From an optimization exercise on the open Yosys and OpenROAD flow, aimed at small area, a short achievable clock period and few clock cycles per item; shortcuts taken in it are not production practice. In this exercise RTL edits were held to simulation tests only and were not proved equivalent to the original. No activity file was given, so power comes from the tool's default toggle rates.

==> flow/design.v (outline; a module is shown in full before it is edited, if it fits) <==
// module hsg_ctrl: 97 lines
// module hsg_add: 42 lines
// module hsg_dpath: 193 lines
// module hsg_dpath2: 75 lines
// module halton_sequence_generator_unit: 120 lines
module halton_sequence_generator_unit #(
	parameter int DIMS       = 8,
	parameter int FRAC_WIDTH = 16
) (
	input  logic        clk,
	input  logic        arst_n,
	input  logic        s_tvalid,
	output logic        s_tready,
	input  logic [15:0] s_tdata,    
	output logic        m_tvalid,
	input  logic        m_tready,
	output logic [71:0] m_tdata,    
	output logic [0:0]  m_tuser,    
	output logic        m_tlast,
	input  logic        cfg_valid,
	output logic        cfg_ready,
	input  logic [3:0]  cfg_data    
);
  // ...
==> flow/run.sh <==
#!/bin/bash
# synth_recipe.tcl (not shown) runs the flow's synth.tcl, then flattens the netlist and writes it again
# the make line also repeats each setting of config.mk as NAME=value (left out here)
make -C /OpenROAD-flow-scripts/flow DESIGN_CONFIG=/design/flow/config.mk WORK_HOME=/design/flow/orfs CLKGATE_MAP_FILE= SYNTH_SCRIPT=/design/flow/synth_recipe.tcl finish
==> flow/config.mk <==
export PLATFORM = sky130hd
export DESIGN_NAME = halton_sequence_generator_unit
export DESIGN_NICKNAME = halton_sequence_generator_unit
export VERILOG_FILES = /design/flow/design.v
export SDC_FILE = /design/flow/constraint.sdc
export NUM_CORES = 4
export LEC_CHECK = 0
export CAP_MARGIN = 20
export CORE_MARGIN = 2
export CORE_UTILIZATION = 55
export SETUP_SLACK_MARGIN = 5.0
export SLEW_MARGIN = 20
==> flow/constraint.sdc <==
create_clock -name core_clock -period 10.0 [get_ports {clk}]
set_input_delay 2.0000 -clock core_clock [delete_from_list [all_inputs] [get_ports {clk}]]
set_output_delay 2.0000 -clock core_clock [all_outputs]
set_load 0.01 [all_outputs]
==> results by group, run 1 <==
Run status
  • Outcome: complete, no violations

Power and ir drop
  • Clk pwr: 0.00241 W
  • P_seq: 0.00372 W
  • Overall Power: 0.0158 W
  • Comb pwr: 0.00968 W
  • Pwr dens: 408 nW/um2

Detailed routing
  • Met2 wire length: 48,100 um
  • DR iter-0 viols: 3,241
  • Drt first pass iters: 8
  • Post-DRT Antenna Nets: 0
  • Routed wl met3: 7550 um

Floorplan
  • Initial core utilization: 55.5%
  • Core Box Area: 64,200 um2
  • Height of the die: 259 um
  • Die area: 66,900 um2

Global route
  • Met2 Use GR: 49.1%
  • Largest net degree at the start of global routing: 93

Cells and area
  • Final std cells w/o fill: 4,876
  • Most frequent cells in the layout: nand2_1 (453), nor2_1 (415), o21ai_0 (274)
  • Fin util: 60.3%
  • Fill count: 5,634
  • Top cell category: multi-input combinational cells
  • #MultiIn Comb: 2,985
  • Clock buffer count: 76

Synthesis
  • Synthesized area: 35,700 um2
  • Count leader, synth: nand2_1
  • YS warnings: 40
  • Synth top area share: 14.6%
  • Post-Synth XOR/XNOR Area: 3.10%
  • Post-synthesis sequential area ratio: 37.4%
  • Async set or reset register ratio after synthesis: 39.2%
  • Yosys top cell by area: dfrtp_1

Worst setup path
  • Critical Path End: u_dim2.k_q[2]
  • Crit-path cells: fa_1 > ha_1 > a21o_1 > a21o_1 > fa_2 > clkinv_1 > o41ai_1 > a22oi_1 > nor2_4 > mux2_2 > nand3_1 > o311ai_0
  • Reg-to-reg startpoint: u_dim2.cy_q[2]
  • Reg2reg end: u_dim2.k_q[2]
  • CP dominant cell by count: a21o_1

Job
  • Max_cap viols: 0

Timing
  • Slew Limit Headroom: 25.2%
  • Final worst-path setup slack: 5.45 ns
  • Unrepaired setup endpoints after global routing: no
  • Worst-Margin Slew: 1.11 ns

Place
  • Post-Place Cells: 4,762

Min path
  • Min-delay src: u_dim5.j_q[1]
Testbench counts, summed over its fixed seeds: cycles 3,136, items 384.
==> run 2, diff against run 1 <==
--- a/flow/config.mk
+++ b/flow/config.mk
@@ -7,6 +7,6 @@
 export LEC_CHECK = 0
 export CAP_MARGIN = 20
 export CORE_MARGIN = 2
-export CORE_UTILIZATION = 55
+export CORE_UTILIZATION = 70
 export SETUP_SLACK_MARGIN = 5.0
 export SLEW_MARGIN = 20
==> results by group, run 2 <==
Timing
  • Slew Limit Headroom: 22.9% (-2.4 points)
  • Maximum clock frequency: 213 MHz
  • Worst-Margin Slew: 1.16 ns (+0.0503 ns)
  • Period utilisation layout: 46.9%
  • Final Hold Viols: 0
  • Unrepaired setup endpoints after global routing: no
  • Final critical-path required period: 4.69 ns
  • Worst Skew: 0.0521 ns
  • Slew Viols, Final: 0
  • Setup TNS: 0 ns
  • Final setup fails: 0

Cells and area
  • Commonest non-fill, non-tap cell in the layout: nand2_1
  • Layout cells sized above 1: 5.88%
  • Fill count: 3,477 (-38%)
  • Biggest register: u_dim1.ring_q
  • Area Growth Syn to Fin: 7.23%
  • Final std cells w/o fill: 4,684 (-3.9%)
  • Total Nets Final: 4,277
  • Most frequent cells in the layout: nand2_1 (453), nor2_1 (415), o21ai_0 (274)
  • Max FFs per register: 20

Synthesis
  • Async set or reset register ratio after synthesis: 39.2% (unchanged)
  • Synth Register Bits: 538
  • Synth cell count leaders: nand2_1 (453), nor2_1 (415), o21ai_0 (274)
  • Synth Flop Type: dfrtp_1
  • Synth area leaders: dfrtp_1 (15%), edfxtp_1 (13%), dfxtp_1 (9.9%)
  • Cell variety after synth: 105
  • Synthesized area: 35,700 um2 (unchanged)
  • Syn Inst Count: 4,057
  • Average size of a mapped cell: 8.79 um2
  • Yosys top cell by area: dfrtp_1
  • YS warnings: 40 (unchanged)
  • Number of flops mapped to enable cells by yosys: 150
  • Synth top area share: 14.6% (unchanged)
  • Count leader, synth: nand2_1
  • Post-synthesis sequential area ratio: 37.4% (unchanged)

Detailed routing
  • Post-DRT Antenna Nets: 0 (unchanged)
  • Routed wl met3: 11,500 um (+52%)
  • Met1 Routed Length: 40,300 um
  • Drt first pass iters: 9 (+1)
  • Vias/cell: 6.80
  • DRC Markers: 0
  • Max layer used: met5
  • DR iter-0 viols: 4,585 (+41%)
  • Met2 wire length: 48,500 um (+0.78%)
  • Via count: 31.8k
  • Final WL: 106,000 um
  • Routed WL per cell: 22.6 um

Worst setup path
  • Crit-path cells: fa_1 > ha_1 > a21o_1 > a21o_1 > fa_2 > clkinv_1 > o41ai_1 > a22oi_1 > nor2_4 > mux2_2 > nand3_1 > o311ai_0
  • Worst path top cell family by delay: adder cells
  • Critical Path Sink Type: flop
  • Reg-to-reg startpoint: u_dim2.cy_q[2]
  • Slowest CP cell: fa_2
  • Reg2reg end: u_dim2.k_q[2]
  • Flop2flop setup slack: 5.31 ns
  • Bufs and invs on worst path: 1
  • Crit path max fanout: 24
  • Max stage delay on crit path: 0.81 ns
  • Startpoint types: flop
  • Critical Path End: u_dim2.k_q[2]
  • Crit path depth: 12
  • WP data arrival: 5.18 ns
  • Reg2reg path depth: 12
  • WS Path Type: reg -> reg
  • CP dominant cell by count: a21o_1
  • Req. time, crit path: 10.49 ns
  • CP startpoint: u_dim2.cy_q[2]

Clock tree
  • Inserted Clock Buffers: 57
  • Skew-Pair Late Insertion Delay: 0.66 ns
  • CTS tree: done
  • H-tree lvl count: 2
  • Root buffer cell: clkbuf_16
  • Longest Clk Path Bufs: 3
  • Post-CTS Setup Repair Bufs: 0
  • Hold_buf cts: 0
  • Clock tree sinks: 538
  • CTS clk-pin slew, worst paths: 0.06 ns

Floorplan
  • Initial core utilization: 71.0% (+15 points)
  • Die area: 52,800 um2 (-21%)
  • Core Box Area: 50,300 um2 (-22%)
  • Num rows: 82
  • Ports: 102
  • Height of the die: 230 um (-11%)
  • Die width: 230 um

Power and ir drop
  • Clock share of power: 14.0%
  • Pwr dens: 411 nW/um2 (+0.61%)
  • P_sw: 0.00770 W
  • Switch share: 49.0%
  • Overall Power: 0.0157 W (-0.62%)
  • VDD IR max: 0.468 mV
  • Comb power frac: 62.0%
  • Pleak: 16.1 nW
  • Internal power: 0.00802 W
  • Sequential power share: 24.0%

Min path
  • Hold Path Class: reg -> reg

Place
  • IO Port Bufs: 56
  • Dpl hpwl: 76,000 um
  • Post-Place Cells: 4,573 (-4.0%)
  • Placer Congestion: 0.984

Global route
  • Initial antenna violation count: 6
  • Largest net degree at the start of global routing: 76 (-18%)
  • Vias in the first global route: 30.2k
  • Grt total ovfl: 0
  • Total track usage: 39.4%
  • First-pass GRT wire length: 166,000 um

Job
  • Max_cap viols: 0 (unchanged)

Run status
  • Outcome: complete, no violations
[run 2: kinds of logic (layout without fill, tap and decap cells)]
kind of cell / count (synthesis) / count (layout) / share of synthesized area [%]
DFF: 538 / 538 / 37.4
buffers and inverters: 570 / 488 / 6.55
and+or+nand+nor: 1328 / 1328 / 16.9
AOI/OAI and AO/OA: 1118 / 1118 / 20.7
muxes: 88 / 88 / 2.69
adders and majority gates: 290 / 290 / 12.6
xor gates and xnor gates: 123 / 123 / 3.10
other: 2 / 39 / 0.0211
[run 2: what timing repair did]
item	in CTS	in global routing
hold endpoints to repair	0	0
resized for setup	0	2
setup endpoints to repair	0	4
[run 2: metrics by stage]
stage | worst slack [ns] | cell area [um2] | util (%) | hold WS, ns
2_1_floorplan | 5.05 | 35800 | - | 0.402
3_3_place_gp | 5.10 | 36300 | 72.1 | 0.448
3_5_place_dp | 5.04 | 36300 | 72.1 | 0.442
4_1_cts | 5.06 | 38200 | 76.0 | 0.456
5_1_grt | 5.07 | 38200 | 76.1 | 0.486
6_report | 5.31 | 38300 | 76.1 | 0.467
[run 2: worst register-to-register path, delay by kind of cell (launching register included)]
| family | cells | cell delay, ns |
|---|---|---|
| AOI/OAI and AO/OA | 5 | 1.23 |
| DFF | 1 | 0.42 |
| and+or+nand+nor | 2 | 0.49 |
| buffers and inverters | 1 | 0.37 |
| adders and majority gates | 3 | 1.65 |
| muxes | 1 | 0.38 |
[run 2: how the worst min path moves through the flow]
stage | start | endpoint | slack, ns | cells after the start
finish | u_dim2.done_q | u_dim2.upd_q | 0.47 | 1
detailed placement | u_dim2.done_q | u_dim2.upd_q | 0.44 | 1
floorplan | u_dim7.sat_q | u_dim7.acc_q[5] | 0.40 | 1
global route | u_dim7.done_q | u_dim7.upd_q | 0.49 | 1
global placement | u_dim2.done_q | u_dim2.upd_q | 0.45 | 1
CTS | u_dim2.done_q | u_dim2.upd_q | 0.46 | 1
[run 2: metal layers]
layer	global-route usage [%]	vias up
met4	18.7	6
li1	-	14200
met3	7.59	397
met2	62.3	2078
met1	52.7	15200
met5	0	-
[run 2: cell type report]
type | count | area (um2) | area share [%]
Multi-Input combinational cell | 2985 | 20200 | 52.7
Sequential cell | 538 | 13300 | 34.9
Clock buffer | 65 | 1540 | 4.03
Inverter | 277 | 1040 | 2.72
Timing Repair Buffer | 103 | 922 | 2.41
Tap cell | 672 | 841 | 2.20
Clock inverter | 43 | 408 | 1.07
Antenna cell | 1 | 2.50 | 0.00654
[run 2: power groups by stage]
stage          logic [W]  registers [W]  clock network (W)
3_5_place_dp     0.00935        0.00377                  0
5_1_grt           0.0107        0.00383            0.00228
4_1_cts          0.00945        0.00374            0.00220
3_3_place_gp     0.00890        0.00373                  0
2_1_floorplan    0.00730        0.00340                  0
6_report         0.00974        0.00378            0.00220
==> module hsg_ctrl, before the edit <==
module hsg_ctrl (
	input  logic                          clk,
	input  logic                          arst_n,
	input  logic                          s_tvalid,
	output logic                          s_tready,
	input  logic [15:0]                   s_tdata,
	input  logic                          cfg_valid,
	output logic                          cfg_ready,
	input  logic [hsg_pkg::ACTIVE_W-1:0]  cfg_data,
	input  logic                          m_tready,
	input  logic [7:0]                    hold,      
	input  logic [7:0]                    taken,     
	output logic                          n_valid,
	output logic                          n_rst,
	output logic [7:0]                    n_s,
	output logic [3:0]                    n_c,
	output logic                          m_tvalid,
	output logic                          m_tlast,
	output logic [2:0]                    q,         
	output logic [7:0]                    qh,        
	output logic                          load,      
	output logic                          adv,       
	output logic [7:0]                    xfer_d
);
	logic [hsg_pkg::ACTIVE_W-1:0] active_q;
	logic        nv_q, noc_q;
	logic [12:0] n_q;
	logic        cv_q;
	logic [2:0]  q_q;
	logic        ov_q, ol_q, sr_q;
	logic [7:0]  qh_q, ls_q;     
	logic        accept, last, claim, free;
	logic [3:0]  cap;
	assign cfg_ready = 1'b1;
	assign s_tready  = sr_q;
	assign accept    = s_tvalid && !nv_q;
	assign cap       = (active_q > 4'd8) ? 4'd8 : active_q;
	assign adv      = !ov_q || m_tready;
	assign load     = adv && cv_q && |(hold & qh_q);
	assign last     = |(qh_q & ls_q);
	assign xfer_d   = load ? qh_q : 8'd0;
	assign claim    = nv_q && !noc_q && (!cv_q || (load && last));
	assign free     = nv_q && (&taken) && (noc_q || claim);
	always_ff @(posedge clk or negedge arst_n) begin
		if (!arst_n) begin
			active_q <= hsg_pkg::ACTIVE_RESET;
			nv_q     <= 1'b0;
			noc_q    <= 1'b0;
			cv_q     <= 1'b0;
			q_q      <= 3'd0;
			qh_q     <= 8'd1;
			ov_q     <= 1'b0;
			sr_q     <= 1'b1;
		end else begin
			if (cfg_valid)
				active_q <= cfg_data;
			sr_q <= !(accept || (nv_q && !free));
			if (accept) begin
				nv_q  <= 1'b1;
				noc_q <= 1'b0;
			end else if (free) begin
				nv_q  <= 1'b0;
			end else if (claim) begin
				noc_q <= 1'b1;
			end
			if (claim) begin
				cv_q <= (n_q[12:9] != 4'd0);
				q_q  <= 3'd0;
				qh_q <= 8'd1;
			end else if (load) begin
				cv_q <= !last;
				q_q  <= last ? 3'd0 : q_q + 3'd1;
				qh_q <= last ? 8'd1 : {qh_q[6:0], qh_q[7]};
			end
			if (load)
				ov_q <= 1'b1;
			else if (m_tready)
				ov_q <= 1'b0;
		end
	end
	always_ff @(posedge clk) begin
		if (accept)
			n_q <= {cap, s_tdata[8:1], s_tdata[0]};
		if (claim)
			ls_q <= (n_q[12:9] == 4'd0) ? 8'd0 : (8'd1 << (n_q[11:9] - 3'd1));
		if (adv)
			ol_q <= last;
	end
	assign n_valid = nv_q;
	assign n_rst   = n_q[0];
	assign n_s     = n_q[8:1];
	assign n_c     = n_q[12:9];
	assign m_tvalid = ov_q;
	assign m_tlast  = ol_q;
	assign q       = q_q;
	assign qh      = qh_q;
endmodule
==> module hsg_dpath, before the edit <==
module hsg_dpath #(
	parameter int IDX = 1,     
	parameter int P   = 7,     
	parameter int E   = 1,     
	parameter int B   = 7,     
	parameter int K   = 5,     
	parameter int KP  = 5,     
	parameter int W   = 15,    
	parameter int DB  = 3,     
	parameter int ND  = 3      
) (
	input  logic         clk,
	input  logic         arst_n,
	input  logic         n_valid,
	input  logic         n_rst,
	input  logic [7:0]   n_s,
	input  logic [3:0]   n_c,
	input  logic         xfer,
	output logic         hold,
	output logic         taken,
	output logic [W-1:0] num,
	output logic [3:0]   k,
	output logic         ovf
);
	localparam logic [1:0] S_IDLE = 2'd0, S_RUN = 2'd1, S_LAG = 2'd2, S_HOLD = 2'd3;
	localparam logic [W-1:0] NUM_MAX = W'(B ** K - 1);
	logic [1:0]      ph_q;
	logic            took_q;
	logic [2:0]      j_q;
	logic            done_q;
	logic [K*DB-1:0] ring_q;
	logic [ND*DB-1:0] sh_q;     
	logic [3:0]      cy_q;      
	logic [W-1:0]    acc_q;
	logic [3:0]      k_q;
	logic            ovf_q;
	logic [6:0]      x_q;       
	logic            part_q;    
	logic            upd_q;     
	logic            sat_q;     
	logic act, start, start_run, clr, step;
	assign act       = (n_c > 4'(IDX));
	assign start     = (ph_q == S_IDLE) && n_valid && !took_q;
	assign start_run = start && act && !(ovf_q && !n_rst);
	assign clr       = start && n_rst;
	assign step      = (ph_q == S_RUN);
	logic [DB+1:0]    t;
	logic [1:0]       co;
	logic             one_dig;
	logic [DB-1:0]    r;
	logic [6:0]       hf, hp;    
	logic [ND*DB-1:0] hd;
	hsg_add #(.W(DB+2), .N(3)) u_tadd (
		.a((DB+2)'(ring_q[DB-1:0])), .b((DB+2)'(sh_q[DB-1:0])), .c((DB+2)'(cy_q)), .cin(1'b0), .y(t));
	logic [5:0]       t6;
	assign t6 = 6'(t);
	generate
		if (B == 9) begin : g_t9
			assign hd = hsg_pkg::hdig9(n_s[7:4]);
			assign {co, one_dig, r, hp, hf} = hsg_pkg::gnorm9(t6);
		end else if (B == 25) begin : g_t25
			assign hd = hsg_pkg::hdig25(n_s[7:4]);
			assign {co, one_dig, r, hp, hf} = hsg_pkg::gnorm25(t6);
		end else if (B == 7) begin : g_t7
			assign hd = hsg_pkg::hdig7(n_s[7:4]);
			assign {co, one_dig, r, hp, hf} = hsg_pkg::gnorm7(t6);
		end else if (B == 11) begin : g_t11
			assign hd = hsg_pkg::hdig11(n_s[7:4]);
			assign {co, one_dig, r, hp, hf} = hsg_pkg::gnorm11(t6);
		end else if (B == 13) begin : g_t13
			assign hd = hsg_pkg::hdig13(n_s[7:4]);
			assign {co, one_dig, r, hp, hf} = hsg_pkg::gnorm13(t6);
		end else if (B == 17) begin : g_t17
			assign hd = hsg_pkg::hdig17(n_s[7:4]);
			assign {co, one_dig, r, hp, hf} = hsg_pkg::gnorm17(t6);
		end else begin : g_t19
			assign hd = hsg_pkg::hdig19(n_s[7:4]);
			assign {co, one_dig, r, hp, hf} = hsg_pkg::gnorm19(t6);
		end
	endgenerate
	logic [3:0] k_full, k_part;
	assign k_full = 4'(E) * (4'(j_q) + 4'd1);
	assign k_part = 4'(E) * 4'(j_q) + 4'd1;
	logic done_now, last, ovf_now, part;
	assign last     = (j_q == 3'(K - 1));
	assign done_now = !done_q && (co == 2'd0) && (sh_q[ND*DB-1:DB] == '0) &&
	                  ((5'(E) * (5'(j_q) + 5'd1)) >= 5'(k_q));
	assign ovf_now  = last && (co != 2'd0);
	assign part     = (E == 2) && done_now && one_dig;
	logic [W-1:0] op_a, op_b, op_c, acc_new;
	logic         op_ci;
	generate
		if (B == 9) begin : g_h9
			assign op_a  = part_q ? ((acc_q << 1) | W'(x_q[0])) : ((acc_q << 3) | W'(x_q[2:0]));
			assign op_b  = acc_q;
			assign op_c  = '0;
			assign op_ci = x_q[3];
		end else if (B == 25) begin : g_h25
			assign op_a  = part_q ? ((acc_q << 2) | W'(x_q[1:0])) : ((acc_q << 5) | W'(x_q[4:0]));
			assign op_b  = part_q ? '0 : ~(acc_q << 3);
			assign op_c  = acc_q;
			assign op_ci = x_q[5];
		end else if (B == 7) begin : g_h7
			assign op_a  = (acc_q << 3) | W'(x_q[2:0]);
			assign op_b  = ~acc_q;
			assign op_c  = '0;
			assign op_ci = 1'b1;
		end else if (B == 11) begin : g_h11
			assign op_a  = (acc_q << 4) | W'(x_q[3:0]);
			assign op_b  = ~(acc_q << 2);
			assign op_c  = ~acc_q;
			assign op_ci = 1'b0;
		end else if (B == 13) begin : g_h13
			assign op_a  = (acc_q << 4) | W'(x_q[3:0]);
			assign op_b  = ~(acc_q << 1);
			assign op_c  = ~acc_q;
			assign op_ci = 1'b0;
		end else if (B == 17) begin : g_h17
			assign op_a  = (acc_q << 4) | W'(x_q[3:0]);
			assign op_b  = acc_q;
			assign op_c  = '0;
			assign op_ci = x_q[4];
		end else begin : g_h19
			assign op_a  = (acc_q << 4) | W'(x_q[3:0]);
			assign op_b  = (acc_q << 2) | W'(x_q[5:4]);
			assign op_c  = ~acc_q;
			assign op_ci = x_q[6];
		end
	endgenerate
	localparam int HN = (B == 9 || B == 7 || B == 17) ? 2 : 3;
	hsg_add #(.W(W), .N(HN)) u_add (.a(op_a), .b(op_b), .c(op_c), .cin(op_ci), .y(acc_new));
	always_ff @(posedge clk or negedge arst_n) begin
		if (!arst_n) begin
			ph_q   <= S_IDLE;
			took_q <= 1'b0;
			ring_q <= '0;
			k_q    <= 4'd0;
			ovf_q  <= 1'b0;
		end else begin
			took_q <= n_valid && (took_q || start);
			if (clr) begin
				ring_q <= '0;
				k_q    <= 4'd0;
				ovf_q  <= 1'b0;
			end
			if (start && act)
				ph_q <= start_run ? S_RUN : S_HOLD;
			if (ph_q == S_LAG)
				ph_q <= S_HOLD;
			if (ph_q == S_HOLD && xfer)
				ph_q <= S_IDLE;
			if (step) begin
				ring_q <= {r, ring_q[K*DB-1:DB]};
				if (last)
					ph_q <= S_LAG;
				if (done_now)
					k_q <= (r == '0) ? 4'd0 : part ? k_part : k_full;
				if (ovf_now) begin
					k_q   <= 4'(KP);
					ovf_q <= 1'b1;
				end
			end
		end
	end
	always_ff @(posedge clk) begin
		upd_q  <= step && !done_q;
		sat_q  <= step && ovf_now;
		x_q    <= part ? hp : hf;
		part_q <= part;
		if (start_run) begin
			sh_q   <= hd;
			cy_q   <= n_s[3:0];
			j_q    <= 3'd0;
			done_q <= 1'b0;
		end else if (step) begin
			sh_q   <= {{DB{1'b0}}, sh_q[ND*DB-1:DB]};
			cy_q   <= 4'(co);
			j_q    <= j_q + 3'd1;
			done_q <= done_q || done_now;
		end
		if (start_run)
			acc_q <= '0;
		else if (sat_q)
			acc_q <= NUM_MAX;
		else if (upd_q)
			acc_q <= acc_new;
	end
	assign hold  = (ph_q == S_HOLD);
	assign taken = took_q || start;
	assign num   = acc_q;
	assign k     = k_q;
	assign ovf   = ovf_q;
endmodule
==> module hsg_dpath2, before the edit <==
module hsg_dpath2 (
	input  logic         clk,
	input  logic         arst_n,
	input  logic         n_valid,
	input  logic         n_rst,
	input  logic [7:0]   n_s,
	input  logic [3:0]   n_c,
	input  logic         xfer,
	output logic         hold,
	output logic         taken,
	output logic [14:0]  num,
	output logic [3:0]   k,
	output logic         ovf
);
	logic        hold_q, took_q, ovf_q, len_q;
	logic [14:0] n_q;
	logic [3:0]  k_q;
	logic        act, start;
	logic [15:0] sum;
	logic [3:0]  len;
	assign act   = (n_c != 4'd0);
	assign start = !hold_q && !len_q && n_valid && !took_q;
	hsg_add #(.W(16), .N(2)) u_add (.a({1'b0, n_q}), .b({8'd0, n_s}), .c(16'd0), .cin(1'b0), .y(sum));
	always_comb begin
		len = 4'd0;
		for (int i = 0; i < 15; i++)
			if (n_q[i])
				len = 4'(i + 1);
	end
	always_ff @(posedge clk or negedge arst_n) begin
		if (!arst_n) begin
			hold_q <= 1'b0;
			len_q  <= 1'b0;
			took_q <= 1'b0;
			n_q    <= 15'd0;
			k_q    <= 4'd0;
			ovf_q  <= 1'b0;
		end else begin
			took_q <= n_valid && (took_q || start);
			len_q <= start && act;
			if (len_q) begin
				hold_q <= 1'b1;
				k_q    <= len;
			end
			if (hold_q && xfer)
				hold_q <= 1'b0;
			if (start && n_rst) begin
				n_q   <= 15'd0;
				k_q   <= 4'd0;
				ovf_q <= 1'b0;
			end
			if (start && act && n_rst) begin
				n_q   <= 15'(n_s);
			end else if (start && act && !ovf_q) begin
				if (sum[15]) begin
					n_q   <= 15'h7fff;
					ovf_q <= 1'b1;
				end else begin
					n_q   <= sum[14:0];
				end
			end
		end
	end
	always_comb begin
		num = 15'd0;
		for (int t = 0; t < 15; t++)
			for (int b = 0; b < 15; b++)
				if (32'(k_q) == b + t + 1)
					num[t] = n_q[b];
	end
	assign hold  = hold_q;
	assign taken = took_q || start;
	assign k     = k_q;
	assign ovf   = ovf_q;
endmodule
==> run 3, diff against run 2 <==
--- a/flow/design.v
+++ b/flow/design.v
@@ -2843,18 +2843,37 @@
 	logic [2:0]  q_q;
 	logic        ov_q, ol_q, sr_q;
 	logic [7:0]  qh_q, ls_q;     
-	logic        accept, last, claim, free;
+	logic        accept, last, claim;
 	logic [3:0]  cap;
 	assign cfg_ready = 1'b1;
 	assign s_tready  = sr_q;
 	assign accept    = s_tvalid && !nv_q;
 	assign cap       = (active_q > 4'd8) ? 4'd8 : active_q;
 	assign adv      = !ov_q || m_tready;
-	assign load     = adv && cv_q && |(hold & qh_q);
+	logic avail;
+	assign avail    = cv_q && |(hold & qh_q);
 	assign last     = |(qh_q & ls_q);
-	assign xfer_d   = load ? qh_q : 8'd0;
-	assign claim    = nv_q && !noc_q && (!cv_q || (load && last));
-	assign free     = nv_q && (&taken) && (noc_q || claim);
+	assign xfer_d   = {8{adv}} & (avail ? qh_q : 8'd0);
+	logic       cl_n [2];
+	logic       nv_n [2], noc_n [2], cv_n [2], sr_n [2];
+	logic [2:0] q_n [2];
+	logic [7:0] qh_n [2];
+	genvar ga;
+	generate
+		for (ga = 0; ga < 2; ga++) begin : g_adv
+			logic ld, fr;
+			assign ld        = (ga == 1) && avail;
+			assign cl_n[ga]  = nv_q && !noc_q && (!cv_q || (ld && last));
+			assign fr        = nv_q && (&taken) && (noc_q || cl_n[ga]);
+			assign sr_n[ga]  = !(accept || (nv_q && !fr));
+			assign nv_n[ga]  = accept ? 1'b1 : fr ? 1'b0 : nv_q;
+			assign noc_n[ga] = accept ? 1'b0 : (!fr && cl_n[ga]) ? 1'b1 : noc_q;
+			assign cv_n[ga]  = cl_n[ga] ? (n_q[12:9] != 4'd0) : ld ? !last : cv_q;
+			assign q_n[ga]   = cl_n[ga] ? 3'd0 : ld ? (last ? 3'd0 : q_q + 3'd1) : q_q;
+			assign qh_n[ga]  = cl_n[ga] ? 8'd1 : ld ? (last ? 8'd1 : {qh_q[6:0], qh_q[7]}) : qh_q;
+		end
+	endgenerate
+	assign claim = adv ? cl_n[1] : cl_n[0];
 	always_ff @(posedge clk or negedge arst_n) begin
 		if (!arst_n) begin
 			active_q <= hsg_pkg::ACTIVE_RESET;
@@ -2868,34 +2887,19 @@
 		end else begin
 			if (cfg_valid)
 				active_q <= cfg_data;
-			sr_q <= !(accept || (nv_q && !free));
-			if (accept) begin
-				nv_q  <= 1'b1;
-				noc_q <= 1'b0;
-			end else if (free) begin
-				nv_q  <= 1'b0;
-			end else if (claim) begin
-				noc_q <= 1'b1;
-			end
-			if (claim) begin
-				cv_q <= (n_q[12:9] != 4'd0);
-				q_q  <= 3'd0;
-				qh_q <= 8'd1;
-			end else if (load) begin
-				cv_q <= !last;
-				q_q  <= last ? 3'd0 : q_q + 3'd1;
-				qh_q <= last ? 8'd1 : {qh_q[6:0], qh_q[7]};
-			end
-			if (load)
-				ov_q <= 1'b1;
-			else if (m_tready)
-				ov_q <= 1'b0;
+			sr_q  <= adv ? sr_n[1]  : sr_n[0];
+			nv_q  <= adv ? nv_n[1]  : nv_n[0];
+			noc_q <= adv ? noc_n[1] : noc_n[0];
+			cv_q  <= adv ? cv_n[1]  : cv_n[0];
+			q_q   <= adv ? q_n[1]   : q_n[0];
+			qh_q  <= adv ? qh_n[1]  : qh_n[0];
+			ov_q  <= adv ? avail : 1'b1;
 		end
 	end
 	always_ff @(posedge clk) begin
 		if (accept)
 			n_q <= {cap, s_tdata[8:1], s_tdata[0]};
-		if (claim)
+		if (adv ? cl_n[1] : cl_n[0])
 			ls_q <= (n_q[12:9] == 4'd0) ? 8'd0 : (8'd1 << (n_q[11:9] - 3'd1));
 		if (adv)
 			ol_q <= last;
@@ -2984,6 +2988,7 @@
 	logic [K*DB-1:0] ring_q;
 	logic [ND*DB-1:0] sh_q;     
 	logic [3:0]      cy_q;      
+	logic [DB:0]     u_q;       
 	logic [W-1:0]    acc_q;
 	logic [3:0]      k_q;
 	logic            ovf_q;
@@ -2991,11 +2996,13 @@
 	logic            part_q;    
 	logic            upd_q;     
 	logic            sat_q;     
-	logic act, start, start_run, clr, step;
+	logic fresh_q;
+	logic act, start, start_run, clr, step, rst_e;
+	assign rst_e     = n_rst || fresh_q;
 	assign act       = (n_c > 4'(IDX));
 	assign start     = (ph_q == S_IDLE) && n_valid && !took_q;
-	assign start_run = start && act && !(ovf_q && !n_rst);
-	assign clr       = start && n_rst;
+	assign start_run = start && act && !(ovf_q && !rst_e);
+	assign clr       = start && rst_e;
 	assign step      = (ph_q == S_RUN);
 	logic [DB+1:0]    t;
 	logic [1:0]       co;
@@ -3003,8 +3010,13 @@
 	logic [DB-1:0]    r;
 	logic [6:0]       hf, hp;    
 	logic [ND*DB-1:0] hd;
-	hsg_add #(.W(DB+2), .N(3)) u_tadd (
-		.a((DB+2)'(ring_q[DB-1:0])), .b((DB+2)'(sh_q[DB-1:0])), .c((DB+2)'(cy_q)), .cin(1'b0), .y(t));
+	hsg_add #(.W(DB+2), .N(2)) u_tadd (
+		.a((DB+2)'(u_q)), .b((DB+2)'(cy_q)), .c('0), .cin(1'b0), .y(t));
+	logic [DB-1:0] un_a, un_b;
+	logic [DB:0]   u_new;
+	assign un_a  = step ? ring_q[2*DB-1:DB] : (clr ? '0 : ring_q[DB-1:0]);
+	assign un_b  = step ? sh_q[2*DB-1:DB] : hd[DB-1:0];
+	assign u_new = (DB+1)'(un_a) + (DB+1)'(un_b);
 	logic [5:0]       t6;
 	assign t6 = 6'(t);
 	generate
@@ -3084,34 +3096,36 @@
 	hsg_add #(.W(W), .N(HN)) u_add (.a(op_a), .b(op_b), .c(op_c), .cin(op_ci), .y(acc_new));
 	always_ff @(posedge clk or negedge arst_n) begin
 		if (!arst_n) begin
-			ph_q   <= S_IDLE;
-			took_q <= 1'b0;
-			ring_q <= '0;
-			k_q    <= 4'd0;
-			ovf_q  <= 1'b0;
+			ph_q    <= S_IDLE;
+			took_q  <= 1'b0;
+			fresh_q <= 1'b1;
 		end else begin
 			took_q <= n_valid && (took_q || start);
-			if (clr) begin
-				ring_q <= '0;
-				k_q    <= 4'd0;
-				ovf_q  <= 1'b0;
-			end
+			if (start)
+				fresh_q <= 1'b0;
 			if (start && act)
 				ph_q <= start_run ? S_RUN : S_HOLD;
 			if (ph_q == S_LAG)
 				ph_q <= S_HOLD;
 			if (ph_q == S_HOLD && xfer)
 				ph_q <= S_IDLE;
-			if (step) begin
-				ring_q <= {r, ring_q[K*DB-1:DB]};
-				if (last)
-					ph_q <= S_LAG;
-				if (done_now)
-					k_q <= (r == '0) ? 4'd0 : part ? k_part : k_full;
-				if (ovf_now) begin
-					k_q   <= 4'(KP);
-					ovf_q <= 1'b1;
-				end
+			if (step && last)
+				ph_q <= S_LAG;
+		end
+	end
+	always_ff @(posedge clk) begin
+		if (clr) begin
+			ring_q <= '0;
+			k_q    <= 4'd0;
+			ovf_q  <= 1'b0;
+		end
+		if (step) begin
+			ring_q <= {r, ring_q[K*DB-1:DB]};
+			if (done_now)
+				k_q <= (r == '0) ? 4'd0 : part ? k_part : k_full;
+			if (ovf_now) begin
+				k_q   <= 4'(KP);
+				ovf_q <= 1'b1;
 			end
 		end
 	end
@@ -3123,11 +3137,13 @@
 		if (start_run) begin
 			sh_q   <= hd;
 			cy_q   <= n_s[3:0];
+			u_q    <= u_new;
 			j_q    <= 3'd0;
 			done_q <= 1'b0;
 		end else if (step) begin
 			sh_q   <= {{DB{1'b0}}, sh_q[ND*DB-1:DB]};
 			cy_q   <= 4'(co);
+			u_q    <= u_new;
 			j_q    <= j_q + 3'd1;
 			done_q <= done_q || done_now;
 		end
@@ -3158,7 +3174,7 @@
 	output logic [3:0]   k,
 	output logic         ovf
 );
-	logic        hold_q, took_q, ovf_q, len_q;
+	logic        hold_q, took_q, ovf_q, len_q, fresh_q, rst_e;
 	logic [14:0] n_q;
 	logic [3:0]  k_q;
 	logic        act, start;
@@ -3166,6 +3182,7 @@
 	logic [3:0]  len;
 	assign act   = (n_c != 4'd0);
 	assign start = !hold_q && !len_q && n_valid && !took_q;
+	assign rst_e = n_rst || fresh_q;
 	hsg_add #(.W(16), .N(2)) u_add (.a({1'b0, n_q}), .b({8'd0, n_s}), .c(16'd0), .cin(1'b0), .y(sum));
 	always_comb begin
 		len = 4'd0;
@@ -3175,45 +3192,49 @@
 	end
 	always_ff @(posedge clk or negedge arst_n) begin
 		if (!arst_n) begin
-			hold_q <= 1'b0;
-			len_q  <= 1'b0;
-			took_q <= 1'b0;
-			n_q    <= 15'd0;
-			k_q    <= 4'd0;
-			ovf_q  <= 1'b0;
+			hold_q  <= 1'b0;
+			len_q   <= 1'b0;
+			took_q  <= 1'b0;
+			fresh_q <= 1'b1;
 		end else begin
 			took_q <= n_valid && (took_q || start);
 			len_q <= start && act;
-			if (len_q) begin
+			if (start)
+				fresh_q <= 1'b0;
+			if (len_q)
 				hold_q <= 1'b1;
-				k_q    <= len;
-			end
 			if (hold_q && xfer)
 				hold_q <= 1'b0;
-			if (start && n_rst) begin
-				n_q   <= 15'd0;
-				k_q   <= 4'd0;
-				ovf_q <= 1'b0;
-			end
-			if (start && act && n_rst) begin
-				n_q   <= 15'(n_s);
-			end else if (start && act && !ovf_q) begin
-				if (sum[15]) begin
-					n_q   <= 15'h7fff;
-					ovf_q <= 1'b1;
-				end else begin
-					n_q   <= sum[14:0];
-				end
+		end
+	end
+	always_ff @(posedge clk) begin
+		if (len_q)
+			k_q <= len;
+		if (start && rst_e) begin
+			n_q   <= 15'd0;
+			k_q   <= 4'd0;
+			ovf_q <= 1'b0;
+		end
+		if (start && act && rst_e) begin
+			n_q   <= 15'(n_s);
+		end else if (start && act && !ovf_q) begin
+			if (sum[15]) begin
+				n_q   <= 15'h7fff;
+				ovf_q <= 1'b1;
+			end else begin
+				n_q   <= sum[14:0];
 			end
 		end
 	end
+	logic [14:0] rv, s1, s2, s4;
 	always_comb begin
-		num = 15'd0;
-		for (int t = 0; t < 15; t++)
-			for (int b = 0; b < 15; b++)
-				if (32'(k_q) == b + t + 1)
-					num[t] = n_q[b];
+		for (int i = 0; i < 15; i++)
+			rv[i] = n_q[14-i];
 	end
+	assign s1  = k_q[0] ? rv : (rv >> 1);
+	assign s2  = k_q[1] ? s1 : (s1 >> 2);
+	assign s4  = k_q[2] ? s2 : (s2 >> 4);
+	assign num = k_q[3] ? s4 : (s4 >> 8);
 	assign hold  = hold_q;
 	assign taken = took_q || start;
 	assign k     = k_q;
--- a/flow/config.mk
+++ b/flow/config.mk
@@ -7,6 +7,6 @@
 export LEC_CHECK = 0
 export CAP_MARGIN = 20
 export CORE_MARGIN = 2
-export CORE_UTILIZATION = 70
+export CORE_UTILIZATION = 55
 export SETUP_SLACK_MARGIN = 5.0
 export SLEW_MARGIN = 20
==> results by group, run 3 <==
Synthesis
  • Synth top area share: 23.1% (+8.5 points)
  • Synth Flop Type: edfxtp_1
  • Average size of a mapped cell: 9.09 um2 (+3.4%)
  • Yosys top cell by area: edfxtp_1
  • Count leader, synth: nor2_1
  • Synth area leaders: edfxtp_1 (23%), dfxtp_1 (12%), ha_1 (7.1%)
  • Async set or reset register ratio after synthesis: 9.40% (-30 points)
  • YS warnings: 47 (+18%)
  • Post-synthesis sequential area ratio: 39.2% (+1.8 points)
  • Cell variety after synth: 89 (-15%)
  • Synth Register Bits: 553 (+2.8%)
  • Synth cell count leaders: nor2_1 (461), nand2_1 (317), edfxtp_1 (277)
  • Syn Inst Count: 3,963 (-2.3%)
  • Synthesized area: 36,000 um2 (+1.0%)
  • Number of flops mapped to enable cells by yosys: 277 (+85%)

Power and ir drop
  • Pleak: 16.2 nW (+0.74%)
  • Switch share: 43.4% (-5.6 points)
  • Sequential power share: 29.1% (+5.1 points)
  • VDD IR max: 0.203 mV (-57%)
  • Comb power frac: 52.2% (-9.8 points)
  • P_sw: 0.00546 W (-29%)
  • Internal power: 0.00712 W (-11%)
  • Clock share of power: 18.7% (+4.7 points)
  • Pwr dens: 321 nW/um2 (-22%)

Timing
  • Unrepaired setup endpoints after global routing: no
  • Final Hold Viols: 0 (unchanged)
  • Final setup fails: 0 (unchanged)
  • Final critical-path required period: 4.54 ns (-0.150 ns)
  • Maximum clock frequency: 220 MHz (+3.3%)
  • Worst-Margin Slew: 1.12 ns (-0.0399 ns)
  • Slew Viols, Final: 0 (unchanged)
  • Period utilisation layout: 45.4% (-1.5 points)
  • Final hold slack: 0.447 ns (-0.0206 ns)
  • Final worst-path setup slack: 5.46 ns (+0.150 ns)
  • Worst Skew: 0.0202 ns (-0.0319 ns)
  • Slew Limit Headroom: 25.3% (+2.4 points)
  • Setup TNS: 0 ns (unchanged)

Worst setup path
  • Crit path max fanout: 24 (unchanged)
  • Reg-to-reg startpoint: u_dim7.u_q[0]
  • Reg2reg end: u_dim7.k_q[2]
  • Flop2flop setup slack: 5.46 ns (+0.15 ns)
  • WP data arrival: 5.07 ns (-0.11 ns)
  • Startpoint types: flop
  • WS Path Type: reg -> reg
  • Req. time, crit path: 10.53 ns (+0.04 ns)
  • Critical Path Sink Type: flop
  • Reg2reg path depth: 10 (-2)

Run status
  • Outcome: complete, no violations

Global route
  • Initial antenna violation count: 1 (-5)
  • Total track usage: 30.2% (-9.2 points)
  • Vias in the first global route: 28.3k (-6.1%)
  • First-pass GRT wire length: 161,000 um (-3.1%)
  • Grt total ovfl: 0 (unchanged)
  • Largest net degree at the start of global routing: 53 (-30%)

Floorplan
  • Die area: 67,600 um2 (+28%)
  • Ports: 102 (unchanged)
  • Die width: 260 um (+13%)
  • Num rows: 93 (+13%)
  • Height of the die: 260 um (+13%)
  • Core Box Area: 64,600 um2 (+28%)
  • Initial core utilization: 55.8% (-15 points)

Cells and area
  • Area Growth Syn to Fin: 8.58%
  • Max FFs per register: 20 (unchanged)
  • Ant. Diodes: 0 (-1)
  • Total Nets Final: 4,233 (-1.0%)
  • Commonest non-fill, non-tap cell in the layout: nor2_1
  • Biggest register: u_dim1.ring_q
  • FF/Latch Area: 14,100 um2 (+5.9%)
  • Final Instance Area: 39,100 um2 (+2.3%)
  • Fill count: 5,568 (+60%)
  • Most frequent cells in the layout: nor2_1 (461), nand2_1 (317), edfxtp_1 (277)
  • Multi-input gate area: 19,900 um2 (-1.3%)
  • Layout cells sized above 1: 5.66% (-0.22 points)

Clock tree
  • Clock tree sinks: 553 (+2.8%)
  • Root buffer cell: clkbuf_16
  • Inserted Clock Buffers: 61 (+7.0%)
  • Hold_buf cts: 0 (unchanged)
  • H-tree lvl count: 2 (unchanged)
  • Skew-Pair Late Insertion Delay: 0.65 ns (about the same)
  • Post-CTS Setup Repair Bufs: 0 (unchanged)
  • CTS tree: done
  • Post-CTS sizing: 0 (unchanged)
  • Longest Clk Path Bufs: 3 (unchanged)
  • CTS clk-pin slew, worst paths: 0.06 ns (about the same)

Place
  • DP Area: 37,000 um2 (+2.0%)
  • Placer Congestion: 0.946 (-3.9%)
  • DP Worst Slack: 5.48 ns (+0.443 ns)
  • IO Port Bufs: 56 (unchanged)
  • Dpl hpwl: 76,700 um (+1.0%)

Detailed routing
  • Final WL: 103,000 um (-2.7%)
  • Drt first pass iters: 12 (+3)
  • Post-DRT Antenna Nets: 0 (unchanged)
  • Via count: 29.7k (-6.8%)
  • Vias/cell: 6.17 (-9.2%)
  • Routed WL per cell: 21.4 um (-5.2%)
  • DR iter-0 viols: 3,057 (-33%)
  • DRC Markers: 0 (unchanged)

Min path
  • Hold Path End: u_dim7.upd_q
  • Hold Path Class: reg -> reg
  • Min-delay src: u_dim7.done_q
  • Number of stages on the worst hold path: 1 (unchanged)

Job
  • Max_cap viols: 0 (unchanged)
-- run 3: cell families (layout without fill, tap and decap cells) --
logic type	after synthesis	in the layout	synth area share (%)
compound gates	1007	1007	18.4
xor+xnor	144	144	3.52
fa+ha+maj	306	306	12.7
buf+inv	534	490	6.03
flops	553	553	39.2
mux	97	97	2.88
other cells	2	38	0.0208
simple gates	1320	1320	17.3
-- run 3: worst max-delay path: stages, from the launching register on --
cell      delay, ns
edfxtp_1       0.39
ha_1           0.23
fa_1           0.47
fa_1           1.10
and3b_1        0.25
or3_1          0.34
a32o_1         0.23
a22oi_1        0.40
nand2b_1       0.10
or4_1          0.63
a32o_1         0.29
-- run 3: worst max path at each step --
stage	end	slack (ns)	start	cells past startpoint
global route	u_dim7.k_q[3]	5.17	u_dim7.u_q[0]	12
floorplan	u_dim2.acc_q[13]	6.20	u_dim2.part_q	14
global placement	u_dim2.x_q[0]	5.57	u_dim2.u_q[0]	11
finish	u_dim7.k_q[2]	5.46	u_dim7.u_q[0]	10
CTS	u_dim7.k_q[3]	5.48	u_dim7.u_q[0]	10
detailed placement	u_dim7.k_q[3]	5.48	u_dim7.u_q[0]	10
-- run 3: per-stage QoR --
step	util [%]	std cells	total power [W]
floorplan	-	3999	0.00834
global placement	57.3	4694	0.00990
detailed placement	57.3	4694	0.0101
CTS	60.6	4810	0.0125
global route	60.6	4810	0.0135
finish	60.6	4810	0.0126
-- run 3: per-layer routing --
layer | vias to the layer above | GRT usage [%] | part of all wire (%)
met2 | 1088 | 48.4 | 46
met5 | - | 0 | 0
met3 | 189 | 4.59 | 6.8
met4 | 0 | 10.5 | 3.6
li1 | 13900 | - | -
met1 | 14500 | 41.7 | 44
-- run 3: power by group through the flow --
stage	logic, W	registers, W	clock network (W)
2_1_floorplan	0.00496	0.00338	0
5_1_grt	0.00733	0.00371	0.00249
3_5_place_dp	0.00646	0.00369	0
4_1_cts	0.00651	0.00364	0.00240
3_3_place_gp	0.00623	0.00367	0
6_report	0.00657	0.00365	0.00236
-- run 3: area by class of cell --
cell class	instances	area share, %
Sequential cell	553	36.1
Clock buffer	86	4.53
Inverter	272	2.61
Multi-Input combinational cell	2912	50.8
Clock inverter	30	0.908
Timing Repair Buffer	102	2.30
Tap cell	855	2.73
Testbench counts of run 3, summed over its fixed seeds: cycles 3,136, items 384.

## what the ideal ports hide
The flow's constraints put no driver on any port. The routed layouts listed below were extracted and timed again, unchanged, in two steps.
Step 1 assumes that a clkbuf_16 drives the clock port and a buf_2 every other input.
Step 2 times the ports against the registers' clock, not the clock port: input delays grow and output delays shrink by t, the midpoint of the rising clock arrivals with the driver on.
Three values: ideal, step 1, step 2; two values: the first two.
| run | shift t [ns] | setup slack, ns | clock arrival spread, ns | slew at the worst register clock pin (ns) | pins driven straight from the clock port |
|---|---|---|---|---|---|
| run 1 | 0.686 | 5.449 / 5.449 / 4.893 | 0.027 / 0.026 | 0.07 / 0.07 | 1 |
| run 2 | 0.699 | 5.307 / 5.307 / 4.870 | 0.052 / 0.052 | 0.07 / 0.07 | 1 |
| run 3 | 0.702 | 5.456 / 5.456 / 5.456 | 0.022 / 0.023 | 0.07 / 0.07 | 1 |
After both steps every run listed still meets setup and hold. For run 1, which loses most, drivers alone change the setup slack by 0.000 ns; drivers and shift together by -0.556 ns.
